What follows belongs to an exercise in optimizing a design on an open flow for small area; a production flow would make more cautious choices. Where RTL was checked, it was by simulation tests only, not by an equivalence proof against the original. No functional check of the RTL was part of run 4. Power is estimated from default activity; no workload was simulated.

## flow/flow/run.sh

```bash
#!/bin/bash
# The standard layout (standard.sh), with two changes:
# - synthesis maps the logic with an area-oriented ABC script (flow/abc_area.script,
#   used through ABC_AREA=1 in config.mk); registers are mapped exactly as before;
# - every input and output port gets the smallest buffer, sky130_fd_sc_hd__buf_1.
set -euo pipefail
rm -rf myscripts
cp -r "$FLOW_HOME/scripts" myscripts
cp flow/abc_area.script myscripts/abc_area.script
export SCRIPTS_DIR="$PWD/myscripts"
export BUFFER_PORTS_ARGS="-buffer_cell sky130_fd_sc_hd__buf_1"
export CTS_ARGS="-sink_clustering_enable -repair_clock_nets -buf_list sky130_fd_sc_hd__clkbuf_4 -root_buf sky130_fd_sc_hd__clkbuf_8 -sink_clustering_size 12 -sink_clustering_max_diameter 60"
bash standard.sh > standard_flow.log 2>&1
```

## flow/flow/abc_area.script

```
strash
&get -n
&st
&deepsyn -T 10
&put
dch -f
amap
topo
```

## flow/standard.sh

```bash
#!/bin/bash
# synth_recipe.tcl (not shown) runs the flow's synth.tcl, then flattens the netlist and writes it again
# the make line also repeats each setting of config.mk as NAME=value (left out here)
make -C /OpenROAD-flow-scripts/flow DESIGN_CONFIG=/design/flow/config.mk WORK_HOME=/design/flow/orfs CLKGATE_MAP_FILE= SYNTH_SCRIPT=/design/flow/synth_recipe.tcl "${@:-finish}"
```

## flow/config.mk

```make
export PLATFORM = sky130hd
export DESIGN_NAME = riscvTop
export DESIGN_NICKNAME = riscvTop
export VERILOG_FILES = /design/flow/design.v
export SDC_FILE = /design/flow/constraint.sdc
export NUM_CORES = 4
export LEC_CHECK = 0
export ABC_AREA = 1
export CAP_MARGIN = 0
export CORE_MARGIN = 2
export CORE_UTILIZATION = 40
export CTS_BUF_LIST = sky130_fd_sc_hd__clkbuf_8
export CTS_CLUSTER_SIZE = 30
export SLEW_MARGIN = 0
```

## flow/constraint.sdc

```tcl
create_clock -name core_clock -period 6.0 [get_ports {clk}]
set_input_delay 1.2000 -clock core_clock [delete_from_list [all_inputs] [get_ports {clk}]]
set_output_delay 1.2000 -clock core_clock [all_outputs]
set_load 0.01 [all_outputs]
```

## flow/design.v

```verilog
`timescale 1ns/100ps
`default_nettype none
module riscvTop (
    input  logic        clk,
    input  logic        rst,
    input  logic [31:0] mem_rdata,
    input  logic        mem_ready,
    output logic [14:0] mem_addr,
    output logic [31:0] mem_wdata,
    output logic        mem_we,
    output logic        mem_strobe
);
    localparam logic [3:0] S_FETCH  = 4'b1000;   
    localparam logic [3:0] S_FETCH2 = 4'b1001;   
    localparam logic [3:0] S_RS1    = 4'b1010;   
    localparam logic [3:0] S_RS2    = 4'b1011;   
    localparam logic [3:0] S_RDATA  = 4'b1100;   
    localparam logic [3:0] S_WRA    = 4'b1110;   
    localparam logic [3:0] S_WRR    = 4'b1111;   
    localparam logic [3:0] S_ADDR   = 4'b0000;   
    localparam logic [3:0] S_SHR    = 4'b0001;   
    localparam logic [3:0] S_Z0     = 4'b0010;   
    localparam logic [3:0] S_P32    = 4'b0011;   
    localparam logic [3:0] S_SL     = 4'b0100;   
    localparam logic [3:0] S_PCINC  = 4'b0101;   
    localparam logic [1:0] T_OP    = 2'd0;
    localparam logic [1:0] T_LOAD  = 2'd1;
    localparam logic [1:0] T_STORE = 2'd2;
    logic [3:0]  state;
    logic [14:0] pc;
    logic [31:0] w;
    logic [16:0] im;
    logic [3:0]  idx;
    logic [2:0]  f3;
    logic [1:0]  typ;
    logic [4:0]  cnt;
    logic        c;
    logic isOp;
    logic isLoad;
    logic isStore;
    assign isOp = typ == T_OP;
    assign isLoad = typ == T_LOAD;
    assign isStore = typ == T_STORE;
    logic        is32;
    logic [4:0]  major;
    logic        dLui;
    logic        dOp;
    logic        dLoad;
    logic        dStore;
    assign is32 = mem_rdata[1:0] == 2'b11;
    assign major = mem_rdata[6:2];
    assign dLui = is32 && major == 5'b01101;
    assign dOp = is32 && major == 5'b00100;
    assign dLoad = is32 && major == 5'b00000;
    assign dStore = is32 && major == 5'b01000;
    logic inFetch;
    logic inFetch2;
    logic inRs1;
    logic inRs2;
    logic inRdata;
    logic inWrite;
    logic inAddr;
    logic inShr;
    logic inZ0;
    logic inP32;
    logic inSl;
    logic inPcInc;
    assign inFetch = state == S_FETCH;
    assign inFetch2 = state == S_FETCH2;
    assign inRs1 = state == S_RS1;
    assign inRs2 = state == S_RS2;
    assign inRdata = state == S_RDATA;
    assign inWrite = state == S_WRA || state == S_WRR;
    assign inAddr = state == S_ADDR;
    assign inShr = state == S_SHR;
    assign inZ0 = state == S_Z0;
    assign inP32 = state == S_P32;
    assign inSl = state == S_SL;
    assign inPcInc = state == S_PCINC;
    logic x;
    logic y;
    logic last;
    logic cmp;
    logic flip;
    logic ax;
    logic ay;
    logic sum;
    logic cout;
    assign x = w[0];
    assign y = im[0];
    assign last = &cnt;
    assign cmp = inP32 && isOp && f3[2:1] == 2'b01;
    assign flip = cmp && !f3[0] && last;
    assign ax = x ^ flip;
    assign ay = y ^ cmp ^ flip;
    assign sum = ax ^ ay ^ c;
    assign cout = (ax & ay) | (ax & c) | (ay & c);
    logic aluBit;
    always_comb begin
        if (!f3[2]) aluBit = !f3[1] & sum;
        else if (!f3[1]) aluBit = x ^ y;
        else if (!f3[0]) aluBit = x | y;
        else aluBit = x & y;
    end
    logic fill;
    assign fill = (isOp ? im[10] : !f3[2]) & w[31];
    logic keep;
    assign keep = f3[1] || (!cnt[4] && (f3[0] || !cnt[3]));
    logic [1:0] lane;
    logic [4:0] target;
    logic       hit;
    logic       hit0;
    assign lane = f3[1] ? 2'b00 : {im[1], im[0] & !f3[0]};
    assign target = isOp ? im[4:0] : {lane, 3'b000};
    assign hit = (cnt ^ {5{inSl}}) == target;
    assign hit0 = cnt == 5'd0;
    logic nb;
    always_comb begin
        if (inShr) nb = isOp ? fill : x;
        else if (inZ0) nb = isStore & x;
        else if (inP32) nb = isLoad ? (keep ? x : fill) : aluBit;
        else nb = x;
    end
    logic shW;
    logic setLt;
    logic [3:0] ldW;
    assign shW = inAddr || (inShr && !hit) || (inZ0 && !hit0) || inP32 || inSl;
    assign setLt = cmp && last;
    always_comb begin
        ldW = 4'b0000;
        if (mem_ready) begin
            if ((inFetch && dLui) || inRs1 || inRdata) ldW = 4'b1111;
            if (inRs2) ldW = {f3[1], f3[1], f3[1] | f3[0], 1'b1};
        end
    end
    logic [31:0] ldData;
    logic [31:0] shData;
    logic [31:0] ldMask;
    logic        holdW;
    assign ldData = {mem_rdata[31:12], mem_rdata[11:0] & {12{!inFetch}}};
    assign shData = {nb, w[31:2], setLt ? !cout : w[1]};
    assign ldMask = {{8{ldW[3]}}, {8{ldW[2]}}, {8{ldW[1]}}, {8{ldW[0]}}};
    assign holdW = !shW;
    assign mem_strobe = state[3];
    assign mem_we = inWrite;
    always_comb begin
        if (inFetch || inFetch2) mem_addr = pc;
        else if (inRdata || state == S_WRA) mem_addr = im[16:2];
        else mem_addr = {11'd0, idx};
    end
    assign mem_wdata = w;
    always_ff @(posedge clk) begin
        w <= (ldMask & ldData) | ({32{shW}} & shData) | (~ldMask & {32{holdW}} & w);
    end
    logic cntClr;
    logic cntInc;
    assign cntClr = state[3] && !(isStore && (inFetch2 || inRs2));
    assign cntInc = shW || inPcInc;
    always_ff @(posedge clk) begin
        if (cntClr) cnt <= 5'd0;
        else if (cntInc) cnt <= cnt + 5'd1;
    end
    always_ff @(posedge clk) begin
        if (rst) begin
            state <= S_FETCH;
            pc <= 15'h400;
        end else begin
            if (state[3] && mem_ready) begin
                c <= inRs1 ? (isOp && f3[2:1] == 2'b01) : 1'b1;
            end
            case (state)
                S_FETCH: begin
                    if (mem_ready) begin
                        f3 <= mem_rdata[14:12];
                        typ <= dLoad ? T_LOAD : dStore ? T_STORE : T_OP;
                        im <= dStore ? {{5{mem_rdata[31]}}, mem_rdata[31:25], mem_rdata[11:7]}
                                     : {{5{mem_rdata[31]}}, mem_rdata[31:20]};
                        idx <= mem_rdata[18:15];
                        if (dLui) begin
                            state <= S_FETCH2;
                        end else if (dOp || dLoad || dStore) begin
                            state <= S_RS1;
                        end else begin
                            state <= S_PCINC;
                        end
                    end
                end
                S_RS1: begin
                    if (mem_ready) begin
                        if (!isOp) begin
                            state <= S_ADDR;
                        end else if (f3 == 3'd5) begin
                            state <= S_SHR;
                        end else if (f3 == 3'd1) begin
                            state <= S_SL;
                        end else begin
                            state <= S_P32;
                        end
                    end
                end
                S_ADDR: begin
                    im <= {sum, im[16:1]};
                    c <= cout;
                    if (cnt[4]) state <= S_RDATA;
                end
                S_RDATA: begin
                    if (mem_ready) state <= S_SHR;
                end
                S_SHR: begin
                    if (hit) state <= S_FETCH2;
                end
                S_FETCH2: begin
                    if (mem_ready) begin
                        idx <= isStore ? mem_rdata[23:20] : mem_rdata[10:7];
                        state <= isStore ? S_RS2 : isLoad ? S_P32 : S_WRR;
                    end
                end
                S_RS2: begin
                    if (mem_ready) state <= S_Z0;
                end
                S_Z0: begin
                    if (hit0) begin
                        c <= 1'b1;
                        state <= isStore ? S_WRA : S_SL;
                    end
                end
                S_SL: begin
                    if (hit) state <= c ? S_FETCH2 : S_Z0;
                end
                S_P32: begin
                    im <= {im[16], im[16:1]};
                    c <= cout;
                    if (last) state <= isLoad ? S_WRR : S_FETCH2;
                end
                S_WRA, S_WRR: begin
                    if (mem_ready) state <= S_PCINC;
                end
                S_PCINC: begin
                    pc <= {pc[0] ^ c, pc[14:1]};
                    c <= pc[0] & c;
                    if (cnt[3:1] == 3'b111) state <= S_FETCH;
                end
                default: state <= S_FETCH;
            endcase
        end
    end
endmodule
`default_nettype wire
```

==> results of run 1 <==
[per-layer routing]
metal,vias up,part of all wire (%)
li1,1919,-
met1,1830,44
met2,159,47
met3,18,6.8
met4,0,2.0
met5,-,0
[per-stage QoR]
step,hold slack (ns),cells
final,0.4776,711
after floorplan,0.4449,473
after CTS,0.4815,711
after global routing,0.5025,711
after global placement,0.4637,695
after detailed placement,0.4669,695
[final cells by class]
class / instances / share of cell area [%]
Multi-Input combinational cell: 286 / 35.64
Clock buffer: 13 / 3.252
Clock inverter: 3 / 0.8990
Timing Repair Buffer: 90 / 7.694
Sequential cell: 83 / 40.82
Inverter: 103 / 8.170
Tap cell: 133 / 3.517
[cell usage after synthesis (7+ instances only)]
| master | count |
|---|---|
| a21oi_1 | 14 |
| nor3_1 | 17 |
| edfxtp_1 | 27 |
| dfxtp_1 | 56 |
| a22oi_1 | 12 |
| o22ai_1 | 28 |
| nor2_1 | 72 |
| a222oi_1 | 16 |
| o21ai_0 | 32 |
| clkinv_1 | 103 |
| o221ai_1 | 9 |
| ha_1 | 9 |
| nand2_1 | 30 |
| nand3_1 | 7 |
[critical path: stages (launching register included)]
cell	delay, ns
edfxtp_1	0.41
clkinv_1	0.09
ha_1	0.23
clkinv_1	0.24
nor2_1	0.20
nor2_1	0.06
a21oi_1	0.20
nand3_1	0.11
nor3_1	0.18
nor3_1	0.07
a31oi_1	0.19
nand2_1	0.10
nor2_1	0.56
clkinv_1	0.55
nor2_1	0.97
a222oi_1	0.30
clkinv_1	0.09
[registers in the layout, indices dropped and copies added, names as in the netlist]
name and cells:
w 32, typ 2, cnt 5, c 1, idx 4, pc 15, state 4, f3 3
im 17
[cells by family (layout without fill, tap and decap cells)]
kind of cell	count (synthesis)	in the layout
buffers and inverters	104	209
DFF	83	83
AOI/OAI and AO/OA	145	145
adders and majority gates	10	10
and+or+nand+nor	131	131
[power by group through the flow]
stage	Clock, mW	Sequential [mW]	Combinational, mW
2_1_floorplan	0	0.964	0.837
3_3_place_gp	0	0.946	1.31
3_5_place_dp	0	0.946	1.32
4_1_cts	0.415	0.936	1.32
5_1_grt	0.433	0.960	1.48
6_report	0.405	0.937	1.32
[how the worst min path moves through the flow]
| stage | start | to | slack (ns) |
|---|---|---|---|
| final | pc[4]$_SDFFE_PP0P_ | pc[3]$_SDFFE_PP0P_ | 0.48 |
| after global routing | pc[8]$_SDFFE_PP0P_ | pc[7]$_SDFFE_PP0P_ | 0.50 |
| after CTS | pc[4]$_SDFFE_PP0P_ | pc[3]$_SDFFE_PP0P_ | 0.48 |
| after global placement | pc[4]$_SDFFE_PP0P_ | pc[3]$_SDFFE_PP0P_ | 0.46 |
| after detailed placement | pc[10]$_SDFFE_PP1P_ | pc[9]$_SDFFE_PP0P_ | 0.47 |
| after floorplan | cnt[2]$_SDFFE_PP0P_ | cnt[2]$_SDFFE_PP0P_ | 0.44 |
==> notes.md, run 1 <==
- The distinct cell type count of the synthesized netlist is 36.
- VDD sags by at most 0.2433 mV.
- Of all nets on the critical path, the largest fanout is 16.
- The x dimension of the die is roughly 100 um.
- Once detail routing completed, the nets flagged for antenna violations numbered 0.
- The most common cell after layout, fill and taps aside is clkinv_1.
- The number of buffers added on ports is 83.
- Per report_power, the sequential group accounts for a little over a third of the total.
- The xor and xnor fraction of the mapped netlist area is 0%.
- The routing layer with the top usage in global route is met2.
- The most critical setup path has its endpoint at w[28]$_DFF_P_.
- In the synthesized netlist the async set-or-reset flop fraction comes to 0%.
- The cell taking the most area after synthesis is dfxtp_1.
- The endpoint required time on the critical path is approximately 6.3 ns.
- The actual slew at the worst max-slew pin is between 1 and 1.5 ns.
- The post-synthesis compound-gate area fraction is 25.32%.
- The number of setup buffers added after CTS is 0.
- Setup repair after global routing left no endpoint under its margin.
- The final layout contains routed wiring with a total length of between 10 and 15 mm.
- The setup slack at placement is between 1 and 1.5 ns.
- The min-delay analysis places its worst path in the category flip-flop to flip-flop.
- Using the TritonRoute via totals, the vias-per-cell ratio works out to ~5.5.
- Counting the buffers created by CTS gives 9.
- The number of global-route vias before repair is 3804.
- The fraction of final layout cells sized beyond drive strength 1 is under 10%.
- Once layout is done, the placed cells without fillers occupy 4732 sq um.
- In the routed design, unresolved DRC markers number 0.
- 0 antenna diodes ended up in the layout.
- The library cells used most frequently in the layout, excluding fill and tap cells, are clkinv_1, buf_1, nor2_1.
- Global routing used 21.71% of the available tracks across all layers.
- The initial antenna violation count came to 0.
- The switching power is around 1.2 mW.
- The worst-case headroom to the max-slew limit is ~27%.
- Across all register-to-register paths, the minimum setup slack is between 1 and 1.5 ns.
- The depth of the most critical reg-to-reg path is 16.
- Once the floorplan was initialized, standard cells occupied about two fifths of the core.
- The critical path starts at typ[1]$_SDFFCE_PP0P_.
- The final total negative setup slack is 0 ns.
- The total of endpoints with negative setup slack in the final report is 0.
- For this run, the number of Yosys warnings is 1.
- The top-level I/O count is 84.
- STA classifies the critical path startpoint as a flip-flop.
- The internal portion of the total power is 1.464 mW.
- The iteration-0 DRC count of the detailed router is 247.
- The post-synthesis cell count is 473.
- After synthesis, the share of cell area in mux cells is 0%.
- In this run, the combinational gates consume around half of the power.
- The first global-routing pass estimated about 19 mm of wire.
- The net switching fraction of the power is 45.04%.
- The element type at the critical path end is a flip-flop.
- The core utilization of the finished layout is 48.64%.
- In the synthesized netlist the dominant register cell turns out to be dfxtp_1.
- The launch instance of the worst register-to-register path is typ[1]$_SDFFCE_PP0P_.
- The part of the Yosys area used for sequential elements is between 40% and 50%.
- The net count of the finished layout is about 600.
- In the global route stage, met1 resource usage came out at 29.16%.
- The final hold violation count is 0.
- The reported leakage power is ~1.6 nW.
- The cell sitting at the root of the clock tree is a clkbuf_8.
- Across all setup checks in the final design, the least slack found is approximately 1.4 ns.
- The number of nets in the synthesized netlist is between 500 and 600.
- In this run the biggest area consumer among cell types represents 27.97% of the synthesized area.
- The clock network accounts for between 10% and 20% of the total power.
- The average instance in the mapped netlist occupies 8.473 sq um.
- The die covers 10840 sq um.
- Post-CTS repair changed the size of 0 cells.
- The end of the worst register-to-register path is w[28]$_DFF_P_.
- The tool flagged a number of max-cap violations equal to 0.
- The fmax is around 220 MHz.
- The met2 global-route usage is 35.43%.
- Summing over every cut layer, the via total after detailed routing is just under 4000.
- Compared with the post-synthesis result, the final layout area differs by 18.08%.
- For met3 alone, demand over resource in global routing was under 10%.
- The flip-flop and latch area is between 1500 and 2000 sq um.
- The number of cells on the worst hold path is 2.
- The signal arrival time at the worst endpoint is 4.90 ns.
- The synthesized-area fraction occupied by adder cells is 3.309%.
- The final critical path takes up 76.82% of the cycle.
- Buffers inserted to repair hold after CTS numbered 0.
- The row count is 36.
- In this run the standard cell core region covers 9729 sq um.
- The estimated wirelength of the detail-placed design is just under 9 mm.
- The clock latency reported for the late side of the worst-skew pair is 0.35 ns.
- The chip height is between 100 and 150 um.
- The maximum clock path buffer count is 2.
- Clock-pin slew was measured on the worst setup and hold paths at roughly 0.070 ns.
- The number of detailed-routing iterations run before antenna repair is 5.
- Power spread over the standard cell area amounts to approximately 560 nW/um^2.
- The total count of max-transition violations in the final report is 0.
- The run finished with no timing, DRC or antenna violations.
- The largest net degree at the start of global routing is 19.
- By area the synthesized netlist is led by dfxtp_1, edfxtp_1, clkinv_1, nor2_1, o22ai_1.
- The number of fillers in the final layout is between 1000 and 1500.
- The post-detailed-route wirelength per cell is about 16 um.
- In this run the cell area measured after placement is 4536 sq um.
- The category of the most critical setup path is flip-flop to flip-flop.
- After synthesis the netlist holds a flip-flop and latch count of between 80 and 90.
- The cell area after technology mapping is about 4000 sq um.
- The final setup skew is roughly 0.011 ns.
- The number of levels the H-tree was split into is 3.
- The clock tree from TritonCTS is done.
- The synthesized netlist devotes between 10% and 20% of its cell area to simple gates.
- The weighted congestion at the end of routability-driven global placement is 0.9383.
- The multi-input logic area is 1687 sq um.
- Counting every sink on the clock net gives 83.
- Summed over all layers, the global routing overflow is 0.
- The overall power is about 2.7 mW.
- The final period demand of the worst path is between 4 and 5 ns.
- Yosys mapped a number of flops with a built-in enable equal to 27.
- The combinational family with the most area after synthesis is compound AO/OA/AOI/OAI gates.
==> run 2: changes to the inputs <==
--- a/flow/flow/run.sh
+++ b/flow/flow/run.sh
@@ -11,3 +11,2 @@
 export BUFFER_PORTS_ARGS="-buffer_cell sky130_fd_sc_hd__buf_1"
-export CTS_ARGS="-sink_clustering_enable -repair_clock_nets -buf_list sky130_fd_sc_hd__clkbuf_4 -root_buf sky130_fd_sc_hd__clkbuf_8 -sink_clustering_size 12 -sink_clustering_max_diameter 60"
 bash standard.sh > standard_flow.log 2>&1
==> run 2 against run 1 <==
Against the previous run: clock power fell by 5.7%; via count grew 0.18%; die area stayed put; critical path depth stayed put; register-to-register slack is essentially flat; area after synthesis did not move; hold slack improved by 0.00062 ns; flip-flop and latch count is the same; first-iteration DRC count rose by 11%; combinational power barely moved; clock skew about the same; global-route usage is 0.10 points lower; largest power group unchanged; highest routed layer unchanged.
==> notes.md, run 2 <==
- In this run the remaining antenna-violating nets after routing total 0.
- During I/O placement, the number of pins put on the boundary was between 80 and 90.
- The total buffers and inverters traversed by the critical path is 4.
- The buffer cell driving the clock tree root is clkbuf_8.
- Hold timing on the final database bottoms out at a slack of approximately 0.48 ns.
- The register clock-pin slew on the reported worst setup and hold paths is roughly 0.080 ns.
- The post-detailed-route wirelength per cell is roughly 16 um.
- The fraction of final layout cells sized beyond drive strength 1 is 3.460%.
- The most instantiated library cell after synthesis is clkinv_1.
- In the final layout, the registers with the most flip-flops are w (32), im (17), pc (15).
- The power per cell area is around 560 nW/um^2.
- The endpoint of the worst hold path is pc[1]$_SDFFE_PP0P_.
- The floorplan step defined a die boundary enclosing roughly 11000 sq um.
- The die is approximately 100 um wide.
- The worst setup path is of the flip-flop to flip-flop kind.
- Leaving out fill and tap cells, the most frequent cell in the layout is clkinv_1.
- In this run, CTS created clock tree buffers numbering 9.
- The worst-path maximum fanout is 16.
- The post-cts sizing count is 0.
- The first-pass GRT wire length is between 15 and 20 mm.
- The largest net degree at the start of global routing is 19.
- The maximum resistive drop on vdd is between 0.2 and 0.25 mV.
- The TritonCTS sink count is between 80 and 90.
- The number of global-route vias before repair came to between 3000 and 4000.
- For this run, the number of Yosys warnings is 1.
- Across the routed clock network, the largest skew measured is about 0.012 ns.
- In the post-route analysis, the smallest setup slack over all paths is 1.402 ns.
- The global-route usage over all layers is approximately 22%.
- After synthesis, the largest area contributor takes up between 20% and 30% of total cell area.
- After synthesis, the netlist uses 36 different library cells.
- The clock passes through at most 2 buffers.
- After global routing the overflow that remains totals 0.
- Once placement completed, the tool counted placed cells totaling a little under 700.
- For this run, design rule violations remaining after detail routing come to 0.
- The register-to-register path setup slack is approximately 1.4 ns.
- The number of levels the H-tree was split into is 3.
- For the worst setup path, the data arrival time is 4.90 ns.
- The effective utilization at floorplan is between 40% and 50%.
- Counting flops with a built-in enable in the synthesized netlist gives 27.
- For this design the total switching power over the nets is around 1.2 mW.
- At the end of routability-driven placement, the weighted congestion stood at 0.9383.
- The repair_antennas step left the layout with diodes totalling 0.
- In the post-synthesis netlist, the biggest area contributors are dfxtp_1, edfxtp_1, clkinv_1, nor2_1, o22ai_1.
- The number of cells on the worst hold path is 2.
- Sequential cells were found to cover approximately half of the synthesized design area.
- The run finished with no timing, DRC or antenna violations.
- Detailed placement ended at an HPWL of between 8 and 9 mm.
- The cell type group with the largest total delay on the critical path is simple AND/OR/NAND/NOR gates.
- Counting every instance in the synthesized netlist gives between 400 and 500.
- Cells fill slightly below 50% of the core in the end.
- The flip-flop count of the largest register, all copies and words added is 32.
- The final hold violation count came to 0.
- The actual slew at the worst max-slew pin is ~1.1 ns.
- Combinational cells account for between 50% and 60% of the total power.
- STA classifies the critical path startpoint as a flip-flop.
- The total of endpoints with negative setup slack in the final report is 0.
- After synthesis the cells add up to between 4000 and 5000 sq um.
- Of the available clock period, the critical path in the final layout requires 76.63%.
- TritonCTS built the clock tree.
- The die is between 100 and 150 um tall.
- The dominant register cell in the synthesized netlist is dfxtp_1.
- The max-capacitance violation count is 0.
- Setup repair after global routing left no endpoint under its margin.
- The total count of max-transition violations in the final report came to 0.
- The synthesized design contains 83 register bits.
- In the synthesized netlist the async set-or-reset flop fraction comes to 0%.
- Summed over all instances, the cell type with the most area after synthesis is dfxtp_1.
- From synthesis to final layout, the design area changed by 17.70%.
- In this run the tool buffered the top-level ports with 83 buffer cells.
- The first detailed-routing pass ran for 6 iterations.
- Once the clock tree was built, the setup fixing pass inserted 0 buffers.
- Summed over all failing endpoints, the final setup total negative slack is 0 ns.
- The worst-case headroom to the max-slew limit is 25.96%.
- The clock latency reported for the late side of the worst-skew pair is between 0.3 and 0.4 ns.
- The final instance count without filler cells is ~710.
- The number of buffers inserted for hold repair after clock tree synthesis is 0.
- The total wirelength of the detailed-routed design is 11.53 mm.
- The number of nets in the synthesized netlist is 518.
- The register containing the most flip-flops in the final layout is w.
- The total internal power is 1.439 mW.
- Per report_power, the sequential group accounts for 35.4% of the total.
- The worst register-to-register path ends at w[26]$_DFF_P_.
- The worst register-to-register path has a depth of 16.
- In this run the critical register-to-register path is launched from typ[0]$_SDFFCE_PP1P_.
- The slowest stage of the critical path is the nor2_1 cell.
- At the worst endpoint, the required time is between 6 and 7 ns.
- The initial antenna violation count is 0.
- The net count of the finished layout is about 600.
- Net switching is a little under half of the power.
- The kind of path behind the tightest hold check is flip-flop to flip-flop.
- The final period demand of the worst path is around 4.6 ns.
- The largest stage delay on the critical path is ~0.98 ns.
- The signal on the critical path passes through clkinv_1, ha_1, clkinv_1, nor2_1, nor2_1, a21oi_1, nand3_1, nor3_1, nor3_1, a31oi_1, nand2_1, nor2_1, clkinv_1, nor2_1, a222oi_1, clkinv_1.
- By count the netlist is led by clkinv_1, nor2_1, dfxtp_1.
- The per-cell via count in the routed design is 5.532.
- The number of vias in the routed layout is 3933.
- The average size of a mapped cell is approximately 8.5 sq um.
- Static timing analysis puts the maximum clock frequency at roughly 220 MHz.
- In this run the most critical hold path is launched from pc[2]$_SDFFE_PP0P_.
- In this run the static leakage power is about 1.6 nW.
- At the placement stage, the worst setup path has a slack of ~1.5 ns.
- The row count is 36.
- In the layout the commonest cells are clkinv_1, buf_1, nor2_1.
- The element type at the critical path end is a flip-flop.
- The area of the core is 9729 sq um.
- The first routing iteration left 274 violations.
- The clock network accounts for between 10 and 15% of the total power.
-- run 2: area by class of cell --
| class | instances | area (sq um) |
|---|---|---|
| well taps | 133 | 166.4 |
| multi-input cells | 286 | 1687 |
| repair buffers | 90 | 364.1 |
| fillers | 1011 | 5012 |
| inverters | 103 | 386.6 |
| clock inverters | 7 | 57.56 |
| flip-flops and latches | 83 | 1932 |
| clock buffers | 9 | 123.9 |
-- run 2: cell families after synthesis --
| kind of cell | share of synthesized area, % |
|---|---|
| fa+ha+maj | 3.309 |
| flops | 48.20 |
| compound gates | 25.32 |
| simple gates | 13.33 |
| buf+inv | 9.835 |
-- run 2: how the worst max path moves through the flow --
stage                              start            end  slack, ns  cells past startpoint
CTS                 typ[0]$_SDFFCE_PP1P_  w[25]$_DFF_P_       1.53                     15
global route        typ[0]$_SDFFCE_PP1P_  w[26]$_DFF_P_       1.02                     15
global placement            mem_rdata[1]  w[13]$_DFF_P_       1.43                     14
detailed placement          mem_rdata[1]  w[13]$_DFF_P_       1.47                     14
floorplan                   mem_rdata[1]  w[12]$_DFF_P_       1.82                     12
finish              typ[0]$_SDFFCE_PP1P_  w[26]$_DFF_P_       1.40                     16
-- run 2: per-layer routing --
metal	wire (um)	up-vias	global-route usage (%)	part of all wire [%]
met4	170	0	5.985	1.5
met1	5227	1861	29.21	45
met2	5420	133	35.29	47
li1	-	1925	-	-
met5	0	-	0	0
met3	709	14	4.261	6.2
-- run 2: per-stage QoR --
step	total power, mW	cell area (sq um)
after floorplan	1.801	4008
after global placement	2.257	4536
after detailed placement	2.265	4536
after CTS	2.648	4717
after global routing	2.843	4717
final	2.644	4717
-- run 2: power groups by stage --
| stage | sequential, mW | clock [mW] | combinational, mW |
|---|---|---|---|
| 2_1_floorplan | 0.964 | 0 | 0.837 |
| 3_3_place_gp | 0.946 | 0 | 1.31 |
| 3_5_place_dp | 0.946 | 0 | 1.32 |
| 4_1_cts | 0.936 | 0.389 | 1.32 |
| 5_1_grt | 0.960 | 0.409 | 1.47 |
| 6_report | 0.937 | 0.382 | 1.32 |
-- run 2: worst min-delay path: cells and delay by family, from the launching register on --
family          cells  cell delay (ns)
compound gates      1             0.07
buf+inv             1             0.06
flops               1             0.31
==> run 3: changes to the inputs <==
--- a/flow/flow/run.sh
+++ b/flow/flow/run.sh
@@ -11,2 +11,3 @@
 export BUFFER_PORTS_ARGS="-buffer_cell sky130_fd_sc_hd__buf_1"
+export CTS_ARGS="-sink_clustering_enable -repair_clock_nets -buf_list sky130_fd_sc_hd__clkbuf_8 -sink_clustering_size 30 -sink_clustering_max_diameter 200 -sink_buffer_max_cap_derate 1.0"
 bash standard.sh > standard_flow.log 2>&1
==> run 3 against run 2 <==
Against the previous run: critical path depth did not move; wire length is the same; core utilization stayed put; clock skew unchanged; combinational power about the same; total power stayed put; via count unchanged; global-route usage unchanged; first-iteration DRC count did not move; highest routed layer unchanged.
==> notes.md, run 3 <==
- The final hold violation count is 0.
- For the worst setup path, the data arrival time is 4.90 ns.
- Counting flops with a built-in enable in the synthesized netlist gives 27.
- The x dimension of the die is around 100 um.
- The TritonCTS sink count is 83.
- The worst hold margin is approximately 0.48 ns.
- The most used flip-flop cell after synthesis is dfxtp_1.
- In this run the remaining antenna-violating nets after routing total 0.
- In the post-synthesis netlist, the biggest area contributors are dfxtp_1, edfxtp_1, clkinv_1, nor2_1, o22ai_1.
- The number of global-route vias before repair is between 3000 and 4000.
- The clock tree from TritonCTS is done.
- The flip-flop count of the largest register, all copies and words added is 32.
- The number of nets in the synthesized netlist is between 500 and 600.
- The congestion estimate from routability-driven global placement came to about 0.94.
- Along the worst path, the maximum fanout reaches 16.
- The row count is 36.
- For this run the aggregate overflow at the end of global routing stands at 0.
- The setup slack at placement is ~1.5 ns.
- The number of detailed-routing iterations run before antenna repair is 6.
- The synthesized-area fraction occupied by adder cells is between 3 and 4%.
- Once the clock tree was built, the setup fixing pass inserted 0 buffers.
- The per-cell via count in the routed design is ~5.5.
- The worst-case headroom to the max-slew limit is between 20% and 30%.
- The instance count after placement with tap cells included is 695.
- The buffer cell driving the clock tree root is clkbuf_8.
- The largest registers in the layout are w (32), im (17), pc (15).
- The fraction of final layout cells sized beyond drive strength 1 is under 10%.
- Summing the sequential cell areas from Yosys gives around 48% of the chip area.
- In the layout the commonest cells are clkinv_1, buf_1, nor2_1.
- The fmax is between 200 and 250 MHz.
- The final period utilization is between 70% and 80%.
- The detailed router finished its first iteration with approximately 270 violations.
- The share of synthesized area in the top cell type comes to between 20 and 30%.
- The startpoint type of the worst setup path is a flip-flop.
- Across all setup checks in the final design, the least slack found is 1.402 ns.
- The share of total power in sequential cells is about 35%.
- The final setup skew is 0.01183 ns.
- The simple-gate portion of the synthesized area is about an eighth.
- The number of levels the H-tree was split into is 3.
- The average size of a mapped cell is 8.473 sq um.
- The first-pass GRT wire length is 18.91 mm.
- The wire-length estimate of the detail-placed layout is slightly below 9 mm.
- Of all cell types, the one taking the most synthesized area is dfxtp_1.
- The net count of the finished layout is 618.
- The post-synthesis cell count is between 400 and 500.
- In this run, the clock network consumes roughly 14% of the power.
- For this run, design rule violations remaining after detail routing come to 0.
- In this run the cell area of the synthesized design comes to approximately 4000 sq um.
- Among all stages on the critical path, the largest delay is contributed by nor2_1.
- The count of cells in the finished layout, fillers not included, comes to 711.
- The largest single stage delay on the critical path is ~0.98 ns.
- Cell internal power was estimated by the tool at 1.439 mW.
- The routed design has 11.53 mm of wire.
- The register clock-pin slew on the reported worst setup and hold paths is 0.08 ns.
- The category of the most critical setup path is flip-flop to flip-flop.
- The most instantiated library cell after synthesis is clkinv_1.
- The effective utilization at floorplan is around two fifths.
- The number of synthesized register bits is 83.
- The area added between synthesis and finish is 17.70%.
- Counting flops per register, the top entry is w.
- The xor and xnor fraction of the mapped netlist area is 0%.
- The number of antenna diodes in the final layout is 0.
- The final total negative setup slack is 0 ns.
- The floorplan step defined a die boundary enclosing 10840 sq um.
- After synthesis, the largest family of logic cells by area is compound AO/OA/AOI/OAI gates.
- The net switching fraction of the power is 45.58%.
- The combinational fraction of design power is roughly 50%.
- Across the VDD grid, the largest voltage drop is 0.2482 mV.
- For this run, the number of Yosys warnings is 1.
- The post-detailed-route wirelength per cell is about 16 um.
- Leaving out fill and tap cells, the most frequent cell in the layout is clkinv_1.
- No sink is reached through more buffers than the 2 on the longest clock path.
- The die is ~100 um tall.
- In this run the worst hold path is classified as flip-flop to flip-flop.
- The post-cts sizing count is 0.
- The max-capacitance violation count is 0.
- Detailed routing inserted a total of about 3900 vias.
- Setup violations remaining at the end of the flow were counted as 0.
- The number of fillers in the final layout is 1011.
- Clock latency on the worst-skew pair, taken at its later pin, is between 0.3 and 0.4 ns.
- The top-level I/O count is 84.
- The largest net degree at the start of global routing is 19.
- In the synthesized netlist, the cells that appear most often are clkinv_1, nor2_1, dfxtp_1.
- The total count of max-transition violations in the final report was 0.
- The initial antenna violation count is 0.
- For this design the total switching power over the nets is 1.205 mW.
- Setup repair after global routing left no endpoint under its margin.
- For this run, the total global-route usage over all layers was measured as 21.61%.
- Subtracting the final worst setup slack from the clock period gives 4.598 ns.
- Together, buffers and inverters on the worst path number 4.
- The flow ran to the end and the layout has no timing, DRC or antenna violations.
- The cell type group with the largest total delay on the critical path is simple AND/OR/NAND/NOR gates.
- The post-synthesis compound-gate area fraction is 25.32%.
- The worst setup path is captured at a flip-flop.
- The distinct cell type count of the synthesized netlist is 36.
- The critical path goes through clkinv_1, ha_1, clkinv_1, nor2_1, nor2_1, a21oi_1, nand3_1, nor3_1, nor3_1, a31oi_1, nand2_1, nor2_1, clkinv_1, nor2_1, a222oi_1, clkinv_1.
- The analysis attributes to cell leakage a power of 1.614 nW.
- The share of flip-flops with an asynchronous set or reset is 0%.
- The number of buffers inserted for hold repair after clock tree synthesis is 0.
- Buffers placed on the I/O ports in this run total 83.
- The share of synthesized area spent on multiplexers is 0%.
- Counting the buffers created by CTS gives 9.
- The power per cell area is between 500 and 600 nW/um^2.
- In this run the standard cell core region covers 9729 sq um.
- For the pin with the worst max-slew slack, the measured transition is 1.107 ns.
- At the worst endpoint, the required time is around 6.3 ns.
## run 3: cell counts in the layout (fill, tap and decap cells not counted)
No cell type changed its count.
## run 3: area by class of cell
type / count / area (sq um) / share of cell area [%]
clock inverters: 7 / 57.56 / 1.220
well taps: 133 / 166.4 / 3.528
inverters: 103 / 386.6 / 8.196
flip-flops and latches: 83 / 1932 / 40.95
repair buffers: 90 / 364.1 / 7.719
clock buffers: 9 / 123.9 / 2.626
multi-input cells: 286 / 1687 / 35.76
## run 3: path summary, 6_finish.rpt
kind / from / to / slack [ns] / cells past startpoint
max: typ[0]$_SDFFCE_PP1P_ / w[26]$_DFF_P_ / 1.40 / 16
min: pc[2]$_SDFFE_PP0P_ / pc[1]$_SDFFE_PP0P_ / 0.48 / 2
max reg2reg: typ[0]$_SDFFCE_PP1P_ / w[26]$_DFF_P_ / 1.40 / 16
min reg2reg: pc[2]$_SDFFE_PP0P_ / pc[1]$_SDFFE_PP0P_ / 0.48 / 2
## run 3: worst reg2reg max path, delay by kind of cell (launching register included)
family | cells | cell delay [ns]
buffers and inverters | 4 | 0.95
adders and majority gates | 1 | 0.22
AOI/OAI and AO/OA | 3 | 0.70
and+or+nand+nor | 8 | 2.27
DFF | 1 | 0.41
## run 3: cells by family after synthesis
kind of cell,Yosys count
simple gates,131
buf+inv,104
fa+ha+maj,10
flops,83
compound gates,145
## run 3: stage by stage
| stage | utilization (%) | power, mW | instance area [sq um] |
|---|---|---|---|
| 2_1_floorplan | - | 1.801 | 4008 |
| 3_3_place_gp | 46.62 | 2.257 | 4536 |
| 3_5_place_dp | 46.62 | 2.265 | 4536 |
| 4_1_cts | 48.48 | 2.648 | 4717 |
| 5_1_grt | 48.48 | 2.843 | 4717 |
| 6_report | 48.48 | 2.644 | 4717 |
## run 3: metal layers
layer	global-route usage (%)	up-vias	wire length [um]
li1	-	1925	-
met1	29.21	1861	5227
met2	35.29	133	5420
met3	4.261	14	709
met4	5.985	0	170
met5	0	-	0
## run 3: power groups by stage
stage	logic, mW	registers, mW	clock network (mW)
after CTS	1.32	0.936	0.389
after floorplan	0.837	0.964	0
after detailed placement	1.32	0.946	0
after global placement	1.31	0.946	0
after global routing	1.47	0.960	0.409
final	1.32	0.937	0.382
==> run 4: changes to the inputs <==
--- a/flow/design.v
+++ b/flow/design.v
@@ -40,5 +40,5 @@
     logic isStore;
-    assign isOp = typ == T_OP;
-    assign isLoad = typ == T_LOAD;
-    assign isStore = typ == T_STORE;
+    assign isOp = !typ[0] && !typ[1];
+    assign isLoad = typ[0];
+    assign isStore = typ[1];
     logic        is32;
@@ -71,4 +71,4 @@
     assign inRs2 = state == S_RS2;
-    assign inRdata = state == S_RDATA;
-    assign inWrite = state == S_WRA || state == S_WRR;
+    assign inRdata = state[3] && state[2] && !state[1];
+    assign inWrite = state[3] && state[2] && state[1];
     assign inAddr = state == S_ADDR;
@@ -77,4 +77,4 @@
     assign inP32 = state == S_P32;
-    assign inSl = state == S_SL;
-    assign inPcInc = state == S_PCINC;
+    assign inSl = !state[3] && state[2] && !state[0];
+    assign inPcInc = !state[3] && state[2] && state[0];
     logic x;
@@ -146,4 +146,4 @@
     always_comb begin
-        if (inFetch || inFetch2) mem_addr = pc;
-        else if (inRdata || state == S_WRA) mem_addr = im[16:2];
+        if (!state[2] && !state[1]) mem_addr = pc;
+        else if (state[2] && !state[0]) mem_addr = im[16:2];
         else mem_addr = {11'd0, idx};
--- a/flow/flow/run.sh
+++ b/flow/flow/run.sh
@@ -11,3 +11,2 @@
 export BUFFER_PORTS_ARGS="-buffer_cell sky130_fd_sc_hd__buf_1"
-export CTS_ARGS="-sink_clustering_enable -repair_clock_nets -buf_list sky130_fd_sc_hd__clkbuf_8 -sink_clustering_size 30 -sink_clustering_max_diameter 200 -sink_buffer_max_cap_derate 1.0"
 bash standard.sh > standard_flow.log 2>&1
==> flow/flow/abc_area.script (replaced) <==
strash
&get -n
&st
&deepsyn -T 10
&put
dch -f
amap -F 10
topo
==> run 4 against run 3 <==
Against the previous run: worst setup slack gained 0.50 ns; critical path type unchanged; critical path depth shrank 3; total power shrank 14%; hold slack gained 0.0015 ns; synthesized cell count is 7.4% lower; area after synthesis is 2.6% lower; via count down 1.1%.
==> notes.md, run 4 <==
- In this run the biggest area consumer among cell types represents between 20% and 30% of the synthesized area.
- The first TritonRoute pass finished after 8 iterations.
- For this run, the number of Yosys warnings is 1.
- Timing would allow up to between 200 and 250 MHz.
- The cell that appears most often on the critical path is nor3_1.
- The routing layer with the top usage in global route is met2.
- Routability-driven placement finished with a final weighted congestion of ~0.95.
- Sorting the synthesized cells by how often they occur yields clkinv_1, dfxtp_1, nor2_1.
- The tightest min-delay check is of the flip-flop to flip-flop type.
- The max-capacitance violation count is 0.
- The effective utilization at floorplan is between 40% and 50%.
- For this design, the CTS-stage hold fixing added 0 buffers.
- After detailed routing, the average wire length per cell comes to 17.61 um.
- Synthesis produced a netlist with a net count of 480.
- The average size of a mapped cell is around 9 sq um.
- The share of flip-flops with an asynchronous set or reset is 0%.
- The post-synthesis cell count is between 400 and 500.
- The worst-path maximum fanout is 9.
- The per-cell via count in the routed design is just under 6.
- The cell area after technology mapping is ~3900 sq um.
- The launch instance of the worst register-to-register path is typ[0]$_SDFFCE_PP1P_.
- The routed layout has slightly below 4000 vias.
- The register containing the most flip-flops in the final layout is w.
- The row count is 36.
- The most common cell after layout, fill and taps aside is clkinv_1.
- Net switching is between 40% and 50% of the power.
- The post-route antenna net violation count is 0.
- Across every metal layer, demand over resource in global routing totals a little under a quarter.
- TritonCTS built the clock tree.
- The net count of the finished layout is 575.
- Walking the worst path, the cells encountered are nor2_1, clkinv_1, nor3_1, nand3_1, o211ai_1, a21oi_1, fa_1, nor3_1, a211oi_1, o21a_1, nor3_1, a222oi_1, clkinv_1.
- For this run, the leading register cell type out of synthesis is dfxtp_1.
- The number of global-route vias before repair is between 3000 and 4000.
- The fraction of final layout cells sized beyond drive strength 1 is 3.346%.
- The buffer cell driving the clock tree root is clkbuf_8.
- The initial antenna violation count was 0.
- Of the available clock period, the critical path in the final layout requires 68.34%.
- The overall power is 2.263 mW.
- Setup violations remaining at the end of the flow were counted as 0.
- The register with the most flip-flops in the layout has 32 of them.
- The final layout contains routed wiring with a total length of 11.82 mm.
- The x dimension of the die is 102.8 um.
- The final total negative setup slack is 0 ns.
- The count of buffers added on input and output ports is between 80 and 90.
- After synthesis, the cell types taking the most area are dfxtp_1, edfxtp_1, clkinv_1, a222oi_1, o22ai_1.
- The register clock-pin slew on the reported worst setup and hold paths is 0.09 ns.
- The reported leakage power is ~1.5 nW.
- The met2 global-route usage is between 30% and 40%.
- In this run the worst setup path begins at typ[0]$_SDFFCE_PP1P_.
- Setup repair after global routing left no endpoint under its margin.
- The part of the Yosys area used for sequential elements is around half.
- The number of synthesized register bits is 83.
- The global routing met1 resource utilization is around a third.
- 84 I/O pins were placed.
- The clock passes through at most 2 buffers.
- The floorplan step defined a die boundary enclosing approximately 11000 sq um.
- The actual slew at the worst max-slew pin is 1.027 ns.
- The element type at the critical path end is a flip-flop.
- Headroom to the max-slew limit came out at 30.90%.
- The chip height is around 100 um.
- The total internal power is around 1.3 mW.
- The startpoint type of the worst setup path is a flip-flop.
- The total clock buffers created by CTS is 9.
- Grouping stages by cell kind, the critical path spends the most delay in simple AND/OR/NAND/NOR gates.
- Entering global routing, the biggest net connects 23 pins.
- The post-cts sizing count is 0.
- The TritonCTS sink count is 83.
- By startpoint and endpoint, the worst setup path is classified as flip-flop to flip-flop.
- The combinational fraction of design power is a little over two fifths.
- The first global-routing pass estimated roughly 19 mm of wire.
- In this run, synthesis inferred 27 flip-flops with an integrated enable.
- The startpoint identified for the worst hold timing path is pc[4]$_SDFFE_PP0P_.
- For this design the total switching power over the nets is slightly below 1 mW.
- The synthesized design spends more area on one cell type than any other, namely dfxtp_1.
- The endpoint required time on the critical path is 6.26 ns.
- The library cells used most frequently in the layout, excluding fill and tap cells, are clkinv_1, buf_1, dfxtp_1.
- After detailed routing, the number of remaining DRC violations is 0.
- The slowest stage of the critical path is the fa_1 cell.
- The iteration-0 DRC count of the detailed router is around 430.
- The clock latency reported for the late side of the worst-skew pair is approximately 0.37 ns.
- The most instantiated library cell after synthesis is clkinv_1.
- The final hold violation count is 0.
- The signal arrival time at the worst endpoint is 4.36 ns.
- The total buffers and inverters traversed by the critical path is 2.
- Synthesis instantiated 34 different standard cells from the library.
- Between clock sinks in the finished design, the worst skew comes to between 0.01 and 0.015 ns.
- From synthesis to final layout, the design area changed by 17.49%.
- On the worst path, the slowest cell contributes a delay of 0.57 ns.
- For this design the ratio of total power to cell area is 493.1 nW/um^2.
- The area of the core is about 9600 sq um.
- The share of total power in sequential cells is between 40% and 50%.
- The largest registers in the layout are w (32), im (17), pc (15).
- In the global route stage, met3 resource usage came out at roughly 4.4%.
- Across the VDD grid, the largest voltage drop is 0.2284 mV.
- In this run the post-CTS setup repair buffer count came out at 0.
- The count of inserted antenna diode cells is 0.
- The run finished with no timing, DRC or antenna violations.
- The leftover overflow at the end of global routing is 0.
- The number of levels the H-tree was split into is 3.
- The total count of max-transition violations in the final report was 0.
- The fraction of power consumed by the clock network is between 15 and 20%.
- The final period demand of the worst path is about 4.1 ns.
- The estimated wirelength of the detail-placed design is 8.854 mm.
## run 4: changes by cell type after synthesis, moves of 6 or more
cell      before  now
a21oi_1       14   22
clkinv_1     103   97
a222oi_1      16   34
a22oi_1       12    4
nand2_1       30   23
nor2_1        72   41
## run 4: cell families (layout without fill, tap and decap cells)
kind of cell	after synthesis	in the layout	share of synthesized area (%)
buffers and inverters	98	198	9.516
and+or+nand+nor	98	98	10.73
adders and majority gates	7	7	2.435
DFF	83	83	49.47
AOI/OAI and AO/OA	152	152	27.84
## run 4: layout make-up
cell class	count	area [sq um]
inverter	97	364.1
clock buffer	12	165.2
clock inverter	4	25.02
sequential	83	1932
multi-input combinational	257	1609
tap	133	166.4
timing repair buffer	85	326.6
fill	989	5051
## run 4: through the flow
step | setup WS, ns | cell area [sq um] | utilization (%) | hold WS [ns] | instances
after floorplan | 1.426 | 3905 | - | 0.4482 | 438
after global placement | 1.762 | 4398 | 45.63 | 0.4612 | 655
after detailed placement | 1.820 | 4398 | 45.63 | 0.4693 | 655
after CTS | 1.968 | 4588 | 47.60 | 0.4841 | 671
after global routing | 1.558 | 4588 | 47.60 | 0.5024 | 671
final | 1.899 | 4588 | 47.60 | 0.4797 | 671
## run 4: per-layer routing
metal	part of all wire, %	up-vias
met5	0	-
met2	44	183
met1	46	1833
li1	-	1845
met4	2.8	0
met3	6.9	30
## run 4: worst reg2reg max path: stages, from the launching register on
cell and delay (ns):
edfxtp_1 0.52, nor2_1 0.52, clkinv_1 0.37, nor3_1 0.42
nand3_1 0.24, o211ai_1 0.29, a21oi_1 0.13, fa_1 0.57
nor3_1 0.07, a211oi_1 0.22, o21a_1 0.14, nor3_1 0.07
a222oi_1 0.34, clkinv_1 0.10
## run 4: worst paths after layout
check / to / slack [ns] / cells past startpoint
setup reg to reg: w[31]$_DFF_P_ / 1.90 / 13
hold reg to reg: pc[3]$_SDFFE_PP0P_ / 0.48 / 2
hold / removal: pc[3]$_SDFFE_PP0P_ / 0.48 / 2
setup / recovery: w[31]$_DFF_P_ / 1.90 / 13
## run 4: power groups by stage
| stage | combinational (mW) | clock (mW) | sequential, mW |
|---|---|---|---|
| floorplan | 0.612 | 0 | 0.921 |
| global route | 1.06 | 0.427 | 0.930 |
| finish | 0.952 | 0.400 | 0.910 |
| global placement | 0.940 | 0 | 0.916 |
| detailed placement | 0.946 | 0 | 0.916 |
| CTS | 0.948 | 0.403 | 0.906 |
==> run 5: changes to the inputs <==
--- a/flow/design.v
+++ b/flow/design.v
@@ -154,2 +154,41 @@
     end
+    logic        ldIm;
+    logic        shIm;
+    logic [16:0] imLoad;
+    logic [16:0] imShift;
+    assign ldIm = inFetch && mem_ready;
+    assign shIm = inAddr || inP32;
+    assign imLoad = dStore ? {{5{mem_rdata[31]}}, mem_rdata[31:25], mem_rdata[11:7]}
+                           : {{5{mem_rdata[31]}}, mem_rdata[31:20]};
+    assign imShift = {inAddr ? sum : im[16], im[16:1]};
+    always_ff @(posedge clk) begin
+        im <= ({17{ldIm}} & imLoad) | ({17{shIm}} & imShift) | ({17{!ldIm && !shIm}} & im);
+    end
+    always_ff @(posedge clk) begin
+        if (ldIm) begin
+            f3 <= mem_rdata[14:12];
+            typ <= {dStore, dLoad};
+        end
+    end
+    always_ff @(posedge clk) begin
+        if (state[3]) begin
+            if (mem_ready) c <= inRs1 ? (isOp && f3[2:1] == 2'b01) : 1'b1;
+        end else if (inAddr || inP32) begin
+            c <= cout;
+        end else if (inZ0) begin
+            if (hit0) c <= 1'b1;
+        end else if (inPcInc) begin
+            c <= pc[0] & c;
+        end
+    end
+    logic ldIdx1;
+    logic ldIdx2;
+    assign ldIdx1 = inFetch && mem_ready;
+    assign ldIdx2 = inFetch2 && mem_ready;
+    always_ff @(posedge clk) begin
+        idx <= ({4{ldIdx1}} & mem_rdata[18:15])
+             | ({4{ldIdx2 && isStore}} & mem_rdata[23:20])
+             | ({4{ldIdx2 && !isStore}} & mem_rdata[10:7])
+             | ({4{!ldIdx1 && !ldIdx2}} & idx);
+    end
     logic cntClr;
@@ -167,5 +206,2 @@
         end else begin
-            if (state[3] && mem_ready) begin
-                c <= inRs1 ? (isOp && f3[2:1] == 2'b01) : 1'b1;
-            end
             case (state)
@@ -173,7 +209,2 @@
                     if (mem_ready) begin
-                        f3 <= mem_rdata[14:12];
-                        typ <= dLoad ? T_LOAD : dStore ? T_STORE : T_OP;
-                        im <= dStore ? {{5{mem_rdata[31]}}, mem_rdata[31:25], mem_rdata[11:7]}
-                                     : {{5{mem_rdata[31]}}, mem_rdata[31:20]};
-                        idx <= mem_rdata[18:15];
                         if (dLui) begin
@@ -201,5 +232,3 @@
                 S_ADDR: begin
-                    im <= {sum, im[16:1]};
-                    c <= cout;
-                    if (cnt[4]) state <= S_RDATA;
+                                        if (cnt[4]) state <= S_RDATA;
                 end
@@ -213,3 +242,2 @@
                     if (mem_ready) begin
-                        idx <= isStore ? mem_rdata[23:20] : mem_rdata[10:7];
                         state <= isStore ? S_RS2 : isLoad ? S_P32 : S_WRR;
@@ -222,4 +250,3 @@
                     if (hit0) begin
-                        c <= 1'b1;
-                        state <= isStore ? S_WRA : S_SL;
+                                                state <= isStore ? S_WRA : S_SL;
                     end
@@ -230,5 +257,3 @@
                 S_P32: begin
-                    im <= {im[16], im[16:1]};
-                    c <= cout;
-                    if (last) state <= isLoad ? S_WRR : S_FETCH2;
+                                        if (last) state <= isLoad ? S_WRR : S_FETCH2;
                 end
@@ -239,4 +264,3 @@
                     pc <= {pc[0] ^ c, pc[14:1]};
-                    c <= pc[0] & c;
-                    if (cnt[3:1] == 3'b111) state <= S_FETCH;
+                                        if (cnt[3:1] == 3'b111) state <= S_FETCH;
                 end
--- a/flow/flow/run.sh
+++ b/flow/flow/run.sh
@@ -11,2 +11,3 @@
 export BUFFER_PORTS_ARGS="-buffer_cell sky130_fd_sc_hd__buf_1"
+export CTS_ARGS="-sink_clustering_enable -repair_clock_nets -buf_list sky130_fd_sc_hd__clkbuf_8 -sink_clustering_size 30 -dont_use_dummy_load"
 bash standard.sh > standard_flow.log 2>&1
==> run 5 against run 4 <==
Against the previous run: sequential power grew 4.6%; area after synthesis down 3.2%; first-iteration DRC count rose by 8.2%; design area is 4.7% lower; global-route usage shrank 0.88 points; fmax fell by 3.2%; final cell count fell by 3.4%; via count fell by 1.6%; critical endpoint is now w[21]$_DFF_P_; largest cell class unchanged.
==> notes.md, run 5 <==
- The run finished with no timing, DRC or antenna violations.
- The final total negative setup slack is 0 ns.
- Of the total synthesized cell area, the portion taken by XOR and XNOR cells is 0%.
- The flip-flop count of the largest register, all copies and words added is 32.
- The number of warnings reported in the yosys synthesis log is 1.
- For met1 alone, demand over resource in global routing was 32.01%.
- The element type at the critical path end is a flip-flop.
- The global-route usage over all layers is 22.37%.
- The met2 global-route usage is around a third.
- When the netlist entered floorplanning its net count stood at 485.
- The signal arrival time at the worst endpoint is roughly 4.5 ns.
- Dividing total power by cell area gives a power density of approximately 550 nW/um^2.
- Dividing the final minimum period by the clock period gives a little over two thirds.
- The tightest min-delay check is of the flip-flop to flip-flop type.
- Summing internal, switching and leakage power gives 2.399 mW.
- The worst-case IR drop observed on VDD is between 0.2 and 0.25 mV.
- The register containing the most flip-flops in the final layout is w.
- The number of buffers added on ports is 83.
- Sorting the synthesized cells by how often they occur yields clkinv_1, dfxtp_1, a222oi_1.
- The cell area after technology mapping is around 3800 sq um.
- The die is 101.2 um tall.
- The global-route met3 utilization is 4.141%.
- The die outline area is approximately 10000 sq um.
- The category of the most critical setup path is flip-flop to flip-flop.
- In this run the number of H-tree levels came out at 3.
- The leftover overflow at the end of global routing is 0.
- The number of cells on the worst hold path is 2.
- Gates resized during post-CTS repair numbered 0.
- Ranked by total cell area, the synthesized netlist is headed by dfxtp_1, a222oi_1, clkinv_1, edfxtp_1, o22ai_1.
- The largest total area in the synthesized netlist belongs to dfxtp_1.
- The initial antenna violation count is 0.
- The slowest library cell on the worst path is nor2_1.
- For this configuration, the core starts out at a cell density of between 40% and 50%.
- The area added between synthesis and finish is 15.59%.
- Summing the areas of all compound-gate instances in the mapped netlist gives ~30% of the synthesized area.
- After synthesis, flip-flops and latches occupy 45.53% of the total area.
- The number of global-route vias before repair came to between 3000 and 4000.
- The TritonCTS sink count is 83.
- Hold timing on the final database bottoms out at a slack of about 0.47 ns.
- The launch instance of the worst register-to-register path is state[2]$_SDFFE_PP0P_.
- The area of the core is approximately 9200 sq um.
- The core utilization of the finished layout is approximately 48%.
- The max-capacitance violation count is 0.
- The global routing stage identified its most utilized layer as met2.
- TritonCTS built the clock tree.
- Entering global routing, the biggest net connects 36 pins.
- In the synthesized netlist, mux cells make up 0% of the area.
- The start point of the critical path is state[2]$_SDFFE_PP0P_.
- The instance count after placement with tap cells included is 639.
- For this block, the via count after detailed routing is roughly 3800.
- The proportion of netlist area held by the largest area contributor is 40.77%.
- After synthesis, the mean cell area works out to approximately 8.5 sq um.
- The fmax is 236.1 MHz.
- The largest registers in the layout are w (32), im (17), pc (15).
- Setup slack on the critical path of the routed design comes to approximately 1.8 ns.
- In this run the tightest slew margin relative to its limit is between 30% and 40%.
- Setup repair after global routing left no endpoint under its margin.
- The finished layout holds 648 standard cells, fillers aside.
- The maximum clock path buffer count is 2.
- After clock tree synthesis, the clock-pin slew on the worst setup and hold paths is 0.09 ns.
- After the first detailed-routing iteration, the DRC count stood at 461.
- The most common cell after layout, fill and taps aside is clkinv_1.
- In the synthesized netlist, the number of instances is approximately 440.
- For this block, the routed nets add up to around 11 mm of wire.
- By instance count, the leading cell after synthesis is clkinv_1.
- Counting I/O delays and the setup requirement, the final critical path takes between 4 and 5 ns.
- The startpoint type of the worst setup path is a flip-flop.
- In the final design database the tool counted between 500 and 600 nets.
- Summed over all cells, the static leakage comes to 1.474 nW.
- In this run the horizontal extent of the chip is 101.2 um.
- The number of hold buffers added after CTS was 0.
- After floorplanning, the core was divided into 35 placement rows.
- The top-level I/O count is between 80 and 90.
- The synthesized netlist devotes under 10% of its cell area to adder and majority cells.
- The setup slack at placement is 1.832 ns.
- Yosys mapped the design onto 37 distinct sky130hd cell types.
- Setup violations remaining at the end of the flow were counted as 0.
- The fraction of final layout cells sized beyond drive strength 1 is 2.235%.
- The share of flip-flops with an asynchronous set or reset is 0%.
- The final hold violation count is 0.
- The total DRC errors in the routed layout is 0.
- The repair_antennas step left the layout with diodes totalling 0.
- Dividing the detail-routed via count by the number of cells gives between 5 and 6.
- The clock latency reported for the late side of the worst-skew pair is 0.36 ns.
- The combinational family with the most area after synthesis is compound AO/OA/AOI/OAI gates.
- Of all nets on the critical path, the largest fanout is 35.
- The layout has approximately 960 filler cells.
- The weighted congestion at the end of routability-driven global placement is roughly 0.94.
- On the worst path, the slowest cell contributes a delay of ~0.80 ns.
- Clock skew on the completed layout was measured at between 0.03 and 0.04 ns.
- The total count of max-transition violations in the final report is 0.
- For the worst flop-to-flop path, the logic depth is 10.
- The simple-gate portion of the synthesized area is between 10 and 15%.
- The most used flip-flop cell after synthesis is dfxtp_1.
- The origin of the worst min-delay path is pc[14]$_SDFFE_PP0N_.
- The number of detailed-routing iterations run before antenna repair is 7.
- The first global-routing pass estimated 17.92 mm of wire.
- The library cells used most frequently in the layout, excluding fill and tap cells, are clkinv_1, buf_1, dfxtp_1.
- The number of enable flip-flop cells after synthesis is 6.
- The estimated wirelength of the detail-placed design is slightly below 9 mm.
- CTS placed an instance of clkbuf_8 at the clock tree root.
- Traced cell by cell, the critical path runs through clkinv_1, nand3_1, nor2_1, nor2_1, clkinv_1, or3_1, buf_4, nor2_1, a222oi_1, clkinv_1.
- After routing the design area is roughly 4400 sq um.
- TritonCTS created 9 clock buffers.
- Synthesis inferred 83 register bits.
- The post-detailed-route wirelength per cell is roughly 18 um.
- In this run the remaining antenna-violating nets after routing total 0.
- Summing all placed instances gives a cell area of between 4000 and 5000 sq um.
- The count of buffers added by post-CTS timing repair for setup is 0.
- In the final layout, the multi-input gates occupy between 1500 and 2000 sq um.
- Summing all flip-flop and latch instances after layout gives 1722 sq um.
- STA puts the critical path data required time at around 6.3 ns.
- The actual slew at the worst max-slew pin is 0.9985 ns.
-- run 5: power by group --
part / internal, mW / switching [mW] / total [mW] / leakage (nW)
Sequential: 0.771 / 0.182 / 0.952 / 0.695
Combinational: 0.415 / 0.715 / 1.13 / 0.714
Clock: 0.135 / 0.182 / 0.317 / 0.0647
Total: 1.32 / 1.08 / 2.40 / 1.47
-- run 5: area by class of cell --
cell class,instances,share of cell area (%)
multi-input cells,254,37.93
well taps,111,3.178
repair buffers,86,7.644
inverters,105,9.018
clock buffers,9,2.834
flip-flops and latches,83,39.39
-- run 5: worst paths after layout --
| path | to | slack, ns |
|---|---|---|
| setup / recovery | w[21]$_DFF_P_ | 1.76 |
| hold / removal | pc[13]$_SDFFE_PP0N_ | 0.47 |
| setup reg to reg | w[21]$_DFF_P_ | 1.76 |
| hold reg to reg | pc[13]$_SDFFE_PP0N_ | 0.47 |
-- run 5: critical path, delay by kind of cell, from the launching register on --
family	cells	cell delay [ns]
flip-flops	1	0.56
buffers and inverters	4	1.14
AND/OR/NAND/NOR	5	2.19
AO/OA/AOI/OAI	1	0.28
-- run 5: cells by family after synthesis --
family | count (synthesis)
AOI/OAI and AO/OA | 151
and+or+nand+nor | 96
DFF | 83
buffers and inverters | 106
adders and majority gates | 7
-- run 5: per-layer routing --
metal / vias to the layer above / share of wire [%]
li1: 1855 / -
met1: 1796 / 46
met2: 156 / 45
met3: 23 / 6.6
met4: 0 / 1.9
met5: - / 0
==> run 6: changes to the inputs <==
--- a/flow/flow/run.sh
+++ b/flow/flow/run.sh
@@ -11,3 +11,2 @@
 export BUFFER_PORTS_ARGS="-buffer_cell sky130_fd_sc_hd__buf_1"
-export CTS_ARGS="-sink_clustering_enable -repair_clock_nets -buf_list sky130_fd_sc_hd__clkbuf_8 -sink_clustering_size 30 -dont_use_dummy_load"
 bash standard.sh > standard_flow.log 2>&1
==> run 6 against run 5 <==
Against the previous run: still clean on timing, DRC and antenna; count of clock-buffer cells in the layout is 2 higher; design area grew 1.6%; die area did not move; hold slack improved by 0.012 ns; via count up 0.39%; highest routed layer unchanged.
==> notes.md, run 6 <==
- The flow ran to the end and the layout has no timing, DRC or antenna violations.
- The chip height is between 100 and 150 um.
- The path with the worst hold slack has its endpoint at pc[13]$_SDFFE_PP0N_.
- Yosys instantiated no cell more often than clkinv_1.
- The area growth from synthesis to layout is 17.44%.
- The filler cells instantiated in the layout total approximately 950.
- The count of buffers added by post-CTS timing repair for setup is 0.
- Counting every net in the synthesized netlist gives 485.
- In this run the critical register-to-register path is launched from state[2]$_SDFFE_PP0P_.
- The total count of max-transition violations in the final report is 0.
- The x dimension of the die is approximately 100 um.
- The number of vias in the routed layout is 3845.
- In this run the standard cell core region covers ~9200 sq um.
- The actual slew at the worst max-slew pin is 0.9536 ns.
- The category of the most critical setup path is flip-flop to flip-flop.
- The worst hold margin is about 0.48 ns.
- The worst-path maximum fanout is 35.
- The final setup skew is between 0.01 and 0.015 ns.
- The startpoint identified for the worst hold timing path is pc[14]$_SDFFE_PP0N_.
- The final hold violation count is 0.
- The largest stage delay on the critical path is between 0.7 and 0.8 ns.
- The largest registers in the layout are w (32), im (17), pc (15).
- The worst pin sits at a relative slew slack of a little over a third.
- The proportion of netlist area held by the largest area contributor is ~41%.
- Setup repair after global routing left no endpoint under its margin.
- The effective utilization at floorplan is around two fifths.
- STA puts the critical path data required time at 6.31 ns.
- The register-to-register path setup slack is ~1.8 ns.
- The post-route antenna net violation count is 0.
- The final period demand of the worst path is 4.206 ns.
- The total of endpoints with negative setup slack in the final report is 0.
- The routed design has between 10 and 15 mm of wire.
- The estimated wirelength of the detail-placed design is slightly below 9 mm.
- The largest net degree at the start of global routing is 36.
- The leftover overflow at the end of global routing is 0.
- The final period utilization is 70.09%.
- The power per cell area is 559.7 nW/um^2.
- The clock tree from TritonCTS is done.
- The number of global-route vias before repair is about 3500.
- In the final layout, the share of cells above drive strength 1 is about 3.5%.
- The fmax is ~240 MHz.
- In the post-route analysis, the smallest setup slack over all paths is around 1.8 ns.
- The global-route usage over all layers is around 22%.
- The average size of a mapped cell is around 8.5 sq um.
- The worst hold path was traced through 2 stages.
- Clock tree synthesis found a total of 83 sinks.
- Buffers placed on the I/O ports in this run total 83.
- Summing all non-filler instances in the final layout gives an area of between 4000 and 5000 sq um.
- In the layout the commonest cells are clkinv_1, buf_1, dfxtp_1.
- The initial antenna violation count is 0.
- The post-cts sizing count is 0.
- The first-pass GRT wire length is roughly 18 mm.
- The cell taking the most area after synthesis is dfxtp_1.
- Counting cells, the worst reg-to-reg path comes to 10.
- The startpoint type of the worst setup path is a flip-flop.
- The number of levels the H-tree was split into is 3.
- Buffers inserted during clock tree synthesis total 9.
- For this run, the post-layout net count is 581.
- For the worst setup path, the data arrival time is between 4 and 5 ns.
- The worst setup path is captured at a flip-flop.
- The number of detailed-routing iterations run before antenna repair is 9.
- The worst register-to-register path ends at w[23]$_DFF_P_.
- Once placement finished, the instance area stood at 4247 sq um.
- The part of the Yosys area used for sequential elements is a little under half.
- After the first detailed-routing iteration, the DRC count stood at about 440.
- The post-synthesis cell count is approximately 440.
- The row count is 35.
- The dominant register cell in the synthesized netlist is dfxtp_1.
- The register with the most flip-flops in the layout has 32 of them.
- After synthesis, the cell types taking the most area are dfxtp_1, a222oi_1, clkinv_1, edfxtp_1, o22ai_1.
- The cell area that synthesis handed to floorplanning was about 3800 sq um.
- The path class of the tightest hold or removal check is flip-flop to flip-flop.
- The number of warnings reported in the yosys synthesis log is 1.
- The post-detailed-route wirelength per cell is ~17 um.
- The top-level I/O count is 84.
- Before CTS, the worst setup slack after placement is ~1.8 ns.
- By count the netlist is led by clkinv_1, dfxtp_1, a222oi_1.
- In this run, synthesis inferred 6 flip-flops with an integrated enable.
- For this design the static power due to leakage is ~1.5 nW.
- The cell sitting at the root of the clock tree is a clkbuf_8.
- The total DRC errors in the routed layout is 0.
- The per-cell via count in the routed design is between 5 and 6.
- The distinct cell type count of the synthesized netlist is 37.
- The overall power is about 2.5 mW.
- After routing, the total negative slack on setup checks comes to 0 ns.
- The worst-case IR drop observed on VDD is between 0.2 and 0.25 mV.
- The die outline area is 10250 sq um.
- The maximum clock path buffer count is 2.
- The number of buffers inserted for hold repair after clock tree synthesis is 0.
- The weighted congestion at the end of routability-driven global placement is approximately 0.94.
- The max-capacitance violation count is 0.
- The most common cell after layout, fill and taps aside is clkinv_1.
- The clock latency reported for the late side of the worst-skew pair is between 0.3 and 0.4 ns.
- The synthesized design contains 83 register bits.
- The register clock-pin slew on the reported worst setup and hold paths is 0.10 ns.
- Counting flops with an async set or reset pin after synthesis yields a share of 0%.
- The slowest library cell on the worst path is nor2_1.
- The repair_antennas step left the layout with diodes totalling 0.
- Ranked by flip-flop count, first place goes to w.
- The signal on the critical path passes through clkinv_1, nand3_1, nor2_1, nor2_1, clkinv_1, or3_1, buf_4, nor2_1, a222oi_1, clkinv_1.
run 6: cell counts after synthesis:
No cell type changed its count.
run 6: through the flow:
| stage | util [%] | instances |
|---|---|---|
| finish | 48.29 | 655 |
| detailed placement | 46.18 | 639 |
| CTS | 48.29 | 655 |
| floorplan | - | 443 |
| global placement | 46.18 | 639 |
| global route | 48.29 | 655 |
run 6: kinds of logic (layout without fill, tap and decap cells):
family | after synthesis | in the layout | synth area share (%)
AO/OA/AOI/OAI | 151 | 151 | 30.08
buffers and inverters | 106 | 207 | 10.62
AND/OR/NAND/NOR | 96 | 96 | 11.25
flip-flops | 83 | 83 | 45.53
adder cells (fa/ha/maj) | 7 | 7 | 2.515
run 6: worst max-delay path, delay by kind of cell (launching register included):
family	cells	cell delay, ns
and+or+nand+nor	5	2.15
buffers and inverters	4	1.16
DFF	1	0.57
AOI/OAI and AO/OA	1	0.28
run 6: layer usage:
metal  share of wire (%)  GRT usage, %
met4                 2.6         8.316
met2                  45         33.77
met5                   0             0
met1                  46         31.85
met3                 6.7         4.141
run 6: layout make-up:
cell class / instances / area (sq um) / share of cell area, %
multi-input cells: 254 / 1658 / 37.33
well taps: 111 / 138.9 / 3.128
inverters: 105 / 394.1 / 8.876
clock inverters: 5 / 42.54 / 0.9580
repair buffers: 86 / 334.1 / 7.523
clock buffers: 11 / 151.4 / 3.409
flip-flops and latches: 83 / 1722 / 38.77
run 6: worst max path at each step:
stage / endpoint / start / depth (start not counted)
2_1_floorplan: w[17]$_DFF_P_ / mem_ready / 8
3_3_place_gp: w[29]$_DFF_P_ / state[2]$_SDFFE_PP0P_ / 10
3_5_place_dp: w[23]$_DFF_P_ / state[2]$_SDFFE_PP0P_ / 10
4_1_cts: w[23]$_DFF_P_ / state[2]$_SDFFE_PP0P_ / 10
5_1_grt: w[26]$_DFF_P_ / state[2]$_SDFFE_PP0P_ / 10
6_report: w[23]$_DFF_P_ / state[2]$_SDFFE_PP0P_ / 10
run 6: where the power goes:
group,leakage (nW),internal (mW),switching [mW],total (mW)
registers,0.695,0.770,0.182,0.952
clock network,0.0984,0.179,0.223,0.401
logic,0.714,0.416,0.717,1.13

Re-timed with assumed drivers on the ports (clkbuf_16 on the clock, buf_2 on other inputs), run 6 has 1.794 ns of setup slack against 1.794 ns with ideal ports, and 1.794 ns once port delays also move by the mid clock arrival of 0.390 ns.
